This is an optimization exercise on Yosys and OpenROAD, whose aim is small area, a short achievable clock period and few clock cycles per item, not a production implementation. Function was checked by simulation only, so behaviour that the tests miss may differ from the original. No activity file was given, so power comes from the tool's default toggle rates.

==> inputs of 07-19 <==
Design linear_chirp_period_generator, start of the top module:
module linear_chirp_period_generator #(
  parameter int TIMER_CLOCK_HZ = 168000000,
  parameter int STEP_US        = 10
) (
  input  logic                          clk,
  input  logic                          rst_n,
  input  logic                          cfg_we,
  input  lcpg_pkg::cfg_idx_t            cfg_index,
  input  logic [lcpg_pkg::FREQ_W-1:0]   cfg_data,
  input  logic                          in_valid,
  output logic                          in_stall,
  input  logic                          in_restart,
  output logic                          out_valid,
  input  logic                          out_stall,
  output logic [lcpg_pkg::RELOAD_W-1:0] out_reload_value,
  output logic [lcpg_pkg::RELOAD_W-2:0] out_compare_value,
  output logic [lcpg_pkg::IDX_W-1:0]    out_step_number,
  output logic                          out_last_step
);
export LEC_CHECK = 0
export CAP_MARGIN = 20
export CORE_MARGIN = 2
export CORE_UTILIZATION = 40
export SLEW_MARGIN = 20
create_clock -name core_clock -period 7.0 [get_ports {clk}]
run.sh (not shown) runs the stock make flow with config.mk's settings and CLKGATE_MAP_FILE= SYNTH_SCRIPT=/design/flow/synth_recipe.tcl, a recipe that flattens the netlist after the stock synthesis.
==> 09-04 (differences from 07-19) <==
--- a/flow/design.v
+++ b/flow/design.v
@@ -152,17 +152,17 @@
   output logic [lcpg_pkg::RELOAD_W-2:0] out_compare_value,
   output logic [lcpg_pkg::IDX_W-1:0]    out_step_number,
   output logic                          out_last_step
 );
   localparam int NQ   = 16;
   localparam int CK_W = $clog2(TIMER_CLOCK_HZ + 1);
   localparam logic [CK_W-1:0] CK = CK_W'(TIMER_CLOCK_HZ);
-  localparam logic [NQ-1:0] CUT_K = 16'h7FFE;
-  localparam int SB   = 1;
-  localparam int SQ   = 13;
+  localparam logic [NQ-1:0] CUT_K = 16'h2AAA;
+  localparam int SB   = 2;
+  localparam int SQ   = 14;
   localparam int SU_N = (SQ + SB - 1) / SB;
   localparam int G_W  = DUR_W;
   function automatic int rem_w(input int i);
     rem_w = FREQ_W;
     for (int b = FREQ_W; b >= 1; b--) begin
       if ((TIMER_CLOCK_HZ >> i) < (1 << b)) rem_w = b;
     end
==> 02-24 (differences from 07-19) <==
--- a/flow/design.v
+++ b/flow/design.v
@@ -24,68 +24,46 @@
     ST_MUL,
     ST_RLD,
     ST_PUSH
   } state_t;
 endpackage
 `timescale 1ns / 1ps
 module lcpg_div #(
-  parameter int DVD_W = 20,
-  parameter int DVS_W = 19,
-  parameter int Q_W   = 13
+  parameter int W = 21
 ) (
-  input  logic             clk,
-  input  logic             rst_n,
-  input  logic             start,
-  input  logic [DVD_W-1:0] dividend,
-  input  logic [DVS_W-1:0] divisor,
-  output logic [Q_W-1:0]   quotient,
-  output logic             done
+  input  logic [W-1:0] a,
+  input  logic [W-1:0] b,
+  output logic [W-1:0] d,
+  output logic         ge
 );
-  localparam int CNT_W = $clog2(Q_W);
-  logic [DVS_W-1:0] rem_r, rem_nxt;
-  logic [DVS_W-1:0] dvs_r;
-  logic [Q_W-1:0]   q_r, q_nxt;
-  logic [CNT_W-1:0] cnt_r;
-  logic             busy_r;
-  logic             done_r;
-  logic [DVS_W:0]   trial;
-  logic             q_bit;
-  always_comb begin
-    trial   = {rem_r, q_r[Q_W-1]} - {1'b0, dvs_r};
-    q_bit   = ~trial[DVS_W];
-    rem_nxt = q_bit ? trial[DVS_W-1:0] : {rem_r[DVS_W-2:0], q_r[Q_W-1]};
-    q_nxt   = {q_r[Q_W-2:0], q_bit};
-  end
-  always_ff @(posedge clk) begin
-    if (start) begin
-      rem_r <= DVS_W'(dividend >> Q_W);
-      q_r   <= dividend[Q_W-1:0];
-      dvs_r <= divisor;
-      cnt_r <= '0;
-    end else if (busy_r) begin
-      rem_r <= rem_nxt;
-      q_r   <= q_nxt;
-      cnt_r <= cnt_r + CNT_W'(1);
-    end
-  end
-  always_ff @(posedge clk) begin
-    if (!rst_n) begin
-      busy_r <= 1'b0;
-      done_r <= 1'b0;
-    end else begin
-      done_r <= busy_r && (cnt_r == CNT_W'(Q_W - 1));
-      if (start) begin
-        busy_r <= 1'b1;
-      end else if (busy_r && (cnt_r == CNT_W'(Q_W - 1))) begin
-        busy_r <= 1'b0;
+  localparam int LV = $clog2(W);
+  logic [W-1:0] g, p;
+  logic [W-1:0] gl [0:LV];
+  logic [W-1:0] pl [0:LV];
+  assign g = a & ~b;
+  assign p = ~(a ^ b);
+  assign gl[0] = {g[W-1:1], g[0] | p[0]};
+  assign pl[0] = {p[W-1:1], 1'b0};
+  genvar l, i;
+  generate
+    for (l = 0; l < LV; l++) begin : g_lv
+      for (i = 0; i < W; i++) begin : g_bit
+        if (((i >> l) & 1) == 1) begin : g_op
+          localparam int J = ((i >> l) << l) - 1;
+          assign gl[l+1][i] = gl[l][i] | (pl[l][i] & gl[l][J]);
+          assign pl[l+1][i] = pl[l][i] & pl[l][J];
+        end else begin : g_pass
+          assign gl[l+1][i] = gl[l][i];
+          assign pl[l+1][i] = pl[l][i];
+        end
       end
     end
-  end
-  assign quotient = q_r;
-  assign done     = done_r;
+  endgenerate
+  assign d  = {p[W-1:1] ^ gl[LV][W-2:0], ~p[0]};
+  assign ge = gl[LV][W-1];
 endmodule
 `timescale 1ns / 1ps
 import lcpg_pkg::*;
 module lcpg_mul (
   input  logic                        clk,
   input  logic                        rst_n,
   input  logic                        start,
@@ -152,30 +130,37 @@
   output logic [lcpg_pkg::RELOAD_W-2:0] out_compare_value,
   output logic [lcpg_pkg::IDX_W-1:0]    out_step_number,
   output logic                          out_last_step
 );
   localparam int NQ   = 16;
   localparam int CK_W = $clog2(TIMER_CLOCK_HZ + 1);
   localparam logic [CK_W-1:0] CK = CK_W'(TIMER_CLOCK_HZ);
-  localparam logic [NQ-1:0] CUT_K = 16'h7FFE;
+  localparam logic [NQ-1:0] CUT_K = 16'h7FFF;
   localparam int SB   = 1;
   localparam int SQ   = 13;
   localparam int SU_N = (SQ + SB - 1) / SB;
   localparam int G_W  = DUR_W;
+  localparam int C_DIFF = 1;
+  localparam int C_DIV0 = 2;
+  localparam int C_HRN  = C_DIV0 + SU_N;
+  localparam int C_FIN  = C_HRN + 1;
+  localparam logic [FREQ_W-1:0] FMIN = FREQ_W'(FREQ_MIN_HZ);
+  localparam logic [FREQ_W-1:0] FMAX = FREQ_W'(FREQ_MAX_HZ);
   function automatic int rem_w(input int i);
     rem_w = FREQ_W;
     for (int b = FREQ_W; b >= 1; b--) begin
       if ((TIMER_CLOCK_HZ >> i) < (1 << b)) rem_w = b;
     end
   endfunction
   logic [FREQ_W-1:0] start_freq_r;
   logic [FREQ_W-1:0] stop_freq_r;
   logic [DUR_W-1:0]  duration_r;
   logic              su_busy_r;
-  logic [3:0]        su_cnt_r;
+  logic [4:0]        su_cnt_r;
+  logic [IDX_W-1:0]  i_r;            
   logic [FREQ_W-1:0] lo_r;           
   logic [FREQ_W-1:0] f_r;            
   logic [IDX_W-1:0]  delta_r;        
   logic [G_W-1:0]    g_r;            
   logic              z_r;            
   logic              w_r;            
   logic [1:0]        pq_cnt_r;
@@ -189,22 +174,29 @@
   logic              consume;
   logic              in_accept;
   logic              ring_r;
   logic              recirc;
   logic              of_write, of_pop, of_full;
   logic [IDX_W-1:0]  step_inc;
   logic [IDX_W-1:0]  cur_i;
+  logic              s_gt_p;
+  logic [FREQ_W-1:0] s_lo, p_lo, s_hi, p_hi;
   logic [FREQ_W-1:0] lo_c, hi_c, diff_c;
+  logic [FREQ_W:0]   df_t;
   logic [DUR_W-1:0]  dur_c;
   always_comb begin
-    lo_c = (start_freq_r > stop_freq_r) ? stop_freq_r : start_freq_r;
-    hi_c = (start_freq_r > stop_freq_r) ? start_freq_r : stop_freq_r;
-    if (lo_c <= FREQ_W'(FREQ_MIN_HZ)) lo_c = FREQ_W'(FREQ_MIN_HZ);
-    if (hi_c >= FREQ_W'(FREQ_MAX_HZ)) hi_c = FREQ_W'(FREQ_MAX_HZ);
-    diff_c = (hi_c > lo_c) ? (hi_c - lo_c) : '0;
+    s_gt_p = start_freq_r > stop_freq_r;
+    s_lo   = (start_freq_r <= FMIN) ? FMIN : start_freq_r;
+    p_lo   = (stop_freq_r  <= FMIN) ? FMIN : stop_freq_r;
+    s_hi   = (start_freq_r >= FMAX) ? FMAX : start_freq_r;
+    p_hi   = (stop_freq_r  >= FMAX) ? FMAX : stop_freq_r;
+    lo_c   = s_gt_p ? p_lo : s_lo;
+    hi_c   = s_gt_p ? s_hi : p_hi;
+    df_t   = {1'b0, f_r} - {1'b0, lo_r};
+    diff_c = df_t[FREQ_W] ? '0 : df_t[FREQ_W-1:0];
     dur_c  = (duration_r <= DUR_W'(DURATION_MIN_US)) ? DUR_W'(DURATION_MIN_US)
                                                      : duration_r;
   end
   always_ff @(posedge clk) begin
     if (!rst_n) begin
       start_freq_r <= FREQ_W'(START_FREQ_RST);
       stop_freq_r  <= FREQ_W'(STOP_FREQ_RST);
@@ -212,15 +204,15 @@
     end else if (cfg_we) begin
       case (cfg_index)
         CFG_START_FREQ: start_freq_r <= cfg_data;
         CFG_STOP_FREQ:  stop_freq_r  <= cfg_data;
         CFG_DURATION:   duration_r   <= cfg_data[DUR_W-1:0];
         default:        ;
       endcase
-    end else if (su_busy_r && (su_cnt_r == 4'd0)) begin
+    end else if (su_busy_r && (su_cnt_r == 5'd0)) begin
       duration_r <= dur_c;
     end
   end
   assign step_inc = step_r + IDX_W'(1);
   assign cur_i    = z_r ? '0 : step_inc;
   logic [G_W-1:0]    sd_r [0:SB];
   logic [SB-1:0]     sd_q;
@@ -228,40 +220,39 @@
   logic [G_W+1:0]    g_fin;
   assign sd_r[0] = g_r;
   genvar k;
   generate
     for (k = 0; k < SB; k++) begin : g_sd
       logic [G_W:0] t;
       logic [G_W:0] d;
-      always_comb begin
-        t = {sd_r[k], delta_r[SQ-1-k]};
-        d = t - {1'b0, duration_r};
-        sd_q[SB-1-k] = ~d[G_W];
-        sd_r[k+1]    = d[G_W] ? t[G_W-1:0] : d[G_W-1:0];
-      end
+      logic         ge;
+      assign t = {sd_r[k], delta_r[SQ-1-k]};
+      lcpg_div #(.W(G_W + 1)) u_sub (.a(t), .b({1'b0, duration_r}), .d(d), .ge(ge));
+      assign sd_q[SB-1-k] = ge;
+      assign sd_r[k+1]    = ge ? d[G_W-1:0] : t[G_W-1:0];
     end
   endgenerate
   always_comb begin
     hz_add = '0;
     for (int b = 0; b < SB; b++) begin
-      if (delta_r[b]) hz_add = hz_add + (cur_i << b);
+      if (delta_r[b]) hz_add = hz_add + (i_r << b);
     end
     hz_acc = (f_r[IDX_W-1:0] << SB) + hz_add;
-    g_fin  = (G_W+2)'(duration_r) - (G_W+2)'(cur_i) * (G_W+2)'(STEP_US);
+    g_fin  = (G_W+2)'(duration_r) - (G_W+2)'(i_r) * (G_W+2)'(STEP_US);
   end
   always_ff @(posedge clk) begin
     if (!rst_n) begin
       su_busy_r <= 1'b1;
-      su_cnt_r  <= 4'd0;
+      su_cnt_r  <= '0;
     end else if (cfg_we) begin
       su_busy_r <= 1'b1;
-      su_cnt_r  <= 4'd0;
+      su_cnt_r  <= '0;
     end else if (su_busy_r) begin
-      su_cnt_r <= su_cnt_r + 4'd1;
-      if (su_cnt_r == 4'(SU_N + 1)) su_busy_r <= 1'b0;
+      su_cnt_r <= su_cnt_r + 5'd1;
+      if (su_cnt_r == 5'(C_FIN)) su_busy_r <= 1'b0;
     end
   end
   logic              zero_b, last_b;
   logic [FREQ_W-1:0] f_b;
   logic [G_W-1:0]    g_b;
   always_comb begin
     zero_b = pq0_r || z_r || w_r;
@@ -270,37 +261,44 @@
     last_b = (g_b < G_W'(2 * STEP_US));
   end
   always_ff @(posedge clk) begin
     if (!rst_n) begin
       z_r <= 1'b1;
       w_r <= 1'b0;
     end else if (su_busy_r) begin
-      if (!cfg_we && (su_cnt_r == 4'(SU_N + 1))) begin
-        w_r <= g_fin[G_W+1] || (g_fin < (G_W+2)'(STEP_US));
+      if (su_cnt_r == 5'(C_HRN)) begin
+        w_r <= g_fin[G_W+1];
+      end else if (su_cnt_r == 5'(C_FIN)) begin
+        w_r <= w_r || (g_r < G_W'(STEP_US));
       end
     end else if (consume) begin
       z_r <= last_b;
       w_r <= 1'b0;
     end
   end
   always_ff @(posedge clk) begin
     if (su_busy_r) begin
-      if (su_cnt_r == 4'd0) begin
+      if (su_cnt_r == 5'd0) begin
         lo_r    <= lo_c;
+        f_r     <= hi_c;
+        i_r     <= cur_i;
+      end else if (su_cnt_r == 5'(C_DIFF)) begin
         g_r     <= G_W'(diff_c >> SQ);
         delta_r <= IDX_W'(diff_c[SQ-1:0]);
         f_r     <= '0;
-      end else if (su_cnt_r <= 4'(SU_N)) begin
+      end else if (su_cnt_r < 5'(C_HRN)) begin
         g_r     <= sd_r[SB];
         delta_r <= {delta_r[IDX_W-SB-1:0], sd_q};
-        f_r     <= (su_cnt_r == 4'd1) ? '0 : FREQ_W'(hz_acc);
+        f_r     <= (su_cnt_r == 5'(C_DIV0)) ? '0 : FREQ_W'(hz_acc);
+      end else if (su_cnt_r == 5'(C_HRN)) begin
+        f_r     <= FREQ_W'(hz_acc);
+        g_r     <= g_fin[G_W-1:0];
       end else begin
-        f_r     <= lo_r + FREQ_W'(hz_acc) * FREQ_W'(STEP_US);
+        f_r     <= lo_r + FREQ_W'(f_r[IDX_W-1:0]) * FREQ_W'(STEP_US);
         delta_r <= IDX_W'(delta_r[SQ-1:0]) * IDX_W'(STEP_US);
-        g_r     <= g_fin[G_W-1:0];
       end
     end else if (consume) begin
       f_r <= f_b + FREQ_W'(delta_r);
       g_r <= g_b - G_W'(STEP_US);
     end
   end
   assign in_stall  = pq_cnt_r[1];
@@ -342,18 +340,17 @@
       localparam int BI = NQ - 1 - k;
       localparam int RW = rem_w(BI);
       logic [FREQ_W:0]   t;
       logic [FREQ_W:0]   d;
       logic              ge;
       logic [FREQ_W-1:0] rn;
       logic [NQ-1:0]     qn;
+      assign t = {dv_r[k], CK[BI]};
+      lcpg_div #(.W(FREQ_W + 1)) u_sub (.a(t), .b({1'b0, dv_f[k]}), .d(d), .ge(ge));
       always_comb begin
-        t  = {dv_r[k], CK[BI]};
-        d  = t - {1'b0, dv_f[k]};
-        ge = ~d[FREQ_W];
         rn = FREQ_W'(RW'(ge ? d[FREQ_W-1:0] : t[FREQ_W-1:0]));
         qn = {dv_q[k][NQ-2:0], ge};
       end
       if (CUT_K[k] && (k < NQ - 1)) begin : g_reg
         logic [FREQ_W-1:0] r_q;
         logic [FREQ_W-1:0] f_q;
         logic [NQ-1:0]     q_q;
Settings changed: SETUP_SLACK_MARGIN from default to 4.0.
==> comparison <==
07-19 ran to the end with no violations. 02-24 went through all stages and came out clean. 09-04 passed the timing, DRC and antenna checks. Between 02-24 and 09-04, the lower sequential power is in 09-04 (gap about 60%, measured against 09-04). The lowest design area belongs to 09-04, the highest to 02-24. Synthesized cell count: 07-19 > 09-04 > 02-24. The lowest fmax belongs to 09-04, the highest to 02-24. The highest sequential share of layout area belongs to 02-24, the lowest to 09-04. Of 07-19 and 02-24, 07-19 has the higher clock skew (gap 0.015 ns). Power, highest first: 09-04, 07-19, 02-24. Utilization: 09-04 is higher than 07-19 (0.11 points). Clock-buffer cell count: 02-24 > 07-19 > 09-04.
==> figures <==
| quantity | 02-24 | 09-04 | 07-19 |
|---|---|---|---|
| Result of the run | complete, no violations | complete, no violations | complete, no violations |
| # clock sinks | 971 | 554 | 916 |
| Post-CTS Resized | 450 | 2 | 0 |
| Placement Setup Slack | 2.173 ns | -0.01338 ns | 0.3407 ns |
| Number of buffers outside the clock class in the layout | 311 | 200 | 114 |
| Mean instance size in the synthesized netlist | 10.08 µm² | 8.847 µm² | 9.508 µm² |
| DRC marker count from the first detailed-route iteration | 2,175 | 2,265 | 2,047 |
| Flip-flop and latch share of the layout cell area | 0.3685 | 0.2621 | 0.3622 |
| Worst rel slew slack | 0.2676 | 0.3171 | 0.2939 |
| Ratio of cells with drive above 1 in the final layout | 0.1829 | 0.1179 | 0.09900 |
| Sequential element share of the synthesized area | 0.4460 | 0.2951 | 0.4095 |
| Final total power | 23.31 mW | 26.65 mW | 23.95 mW |
| Storage element area | 20,930 µm² | 12,380 µm² | 19,630 µm² |
| Final standard cell area without fillers | 56,800 µm² | 47,250 µm² | 54,190 µm² |
| Number of fill cells in the layout | 10,564 | 9,992 | 11,354 |
| Final sequential cell count | 971 | 554 | 916 |
| Number of buffers created by CTS | 102 | 60 | 98 |
| Worst-skew pair later-pin latency | 0.69 ns | 0.69 ns | 0.72 ns |
| Standard cell core area | 116,200 µm² | 103,800 µm² | 119,300 µm² |
Testbench counts of 07-19, summed over its fixed seeds: cycles 4,800, items 2,688.
Testbench counts of 09-04, summed over its fixed seeds: cycles 3,968, items 2,688.
Testbench counts of 02-24, summed over its fixed seeds: cycles 4,992, items 2,688.

-- re-timing with driven ports --
The flow's constraints put no driver on any port. The routed layouts listed below were extracted and timed again, unchanged, in two steps.
Step 1, drivers: a clkbuf_16 drives clk and a buf_2 each remaining input, both assumed.
Step 2, shift: input delay + t, output delay - t, t = (earliest + latest rising clock arrival at the registers) / 2. This alone moves slack from input paths to output paths.
a / b / c = ideal ports / drivers / drivers and shift; a / b = the first two.
run	shift t [ns]	slack for setup (ns)	worst hold slack (ns)	worst slew at a driven data input, ns	pins driven straight from the clock port
07-19	0.763	0.487 / 0.487 / 0.487	0.285 / 0.285 / 0.285	0.05	1
09-04	0.722	0.304 / 0.304 / 0.304	0.293 / 0.293 / 0.293	0.06	1
02-24	0.751	2.713 / 2.713 / 2.713	0.318 / 0.318 / 0.318	0.05	1
After both steps setup and hold are still met in every run listed.
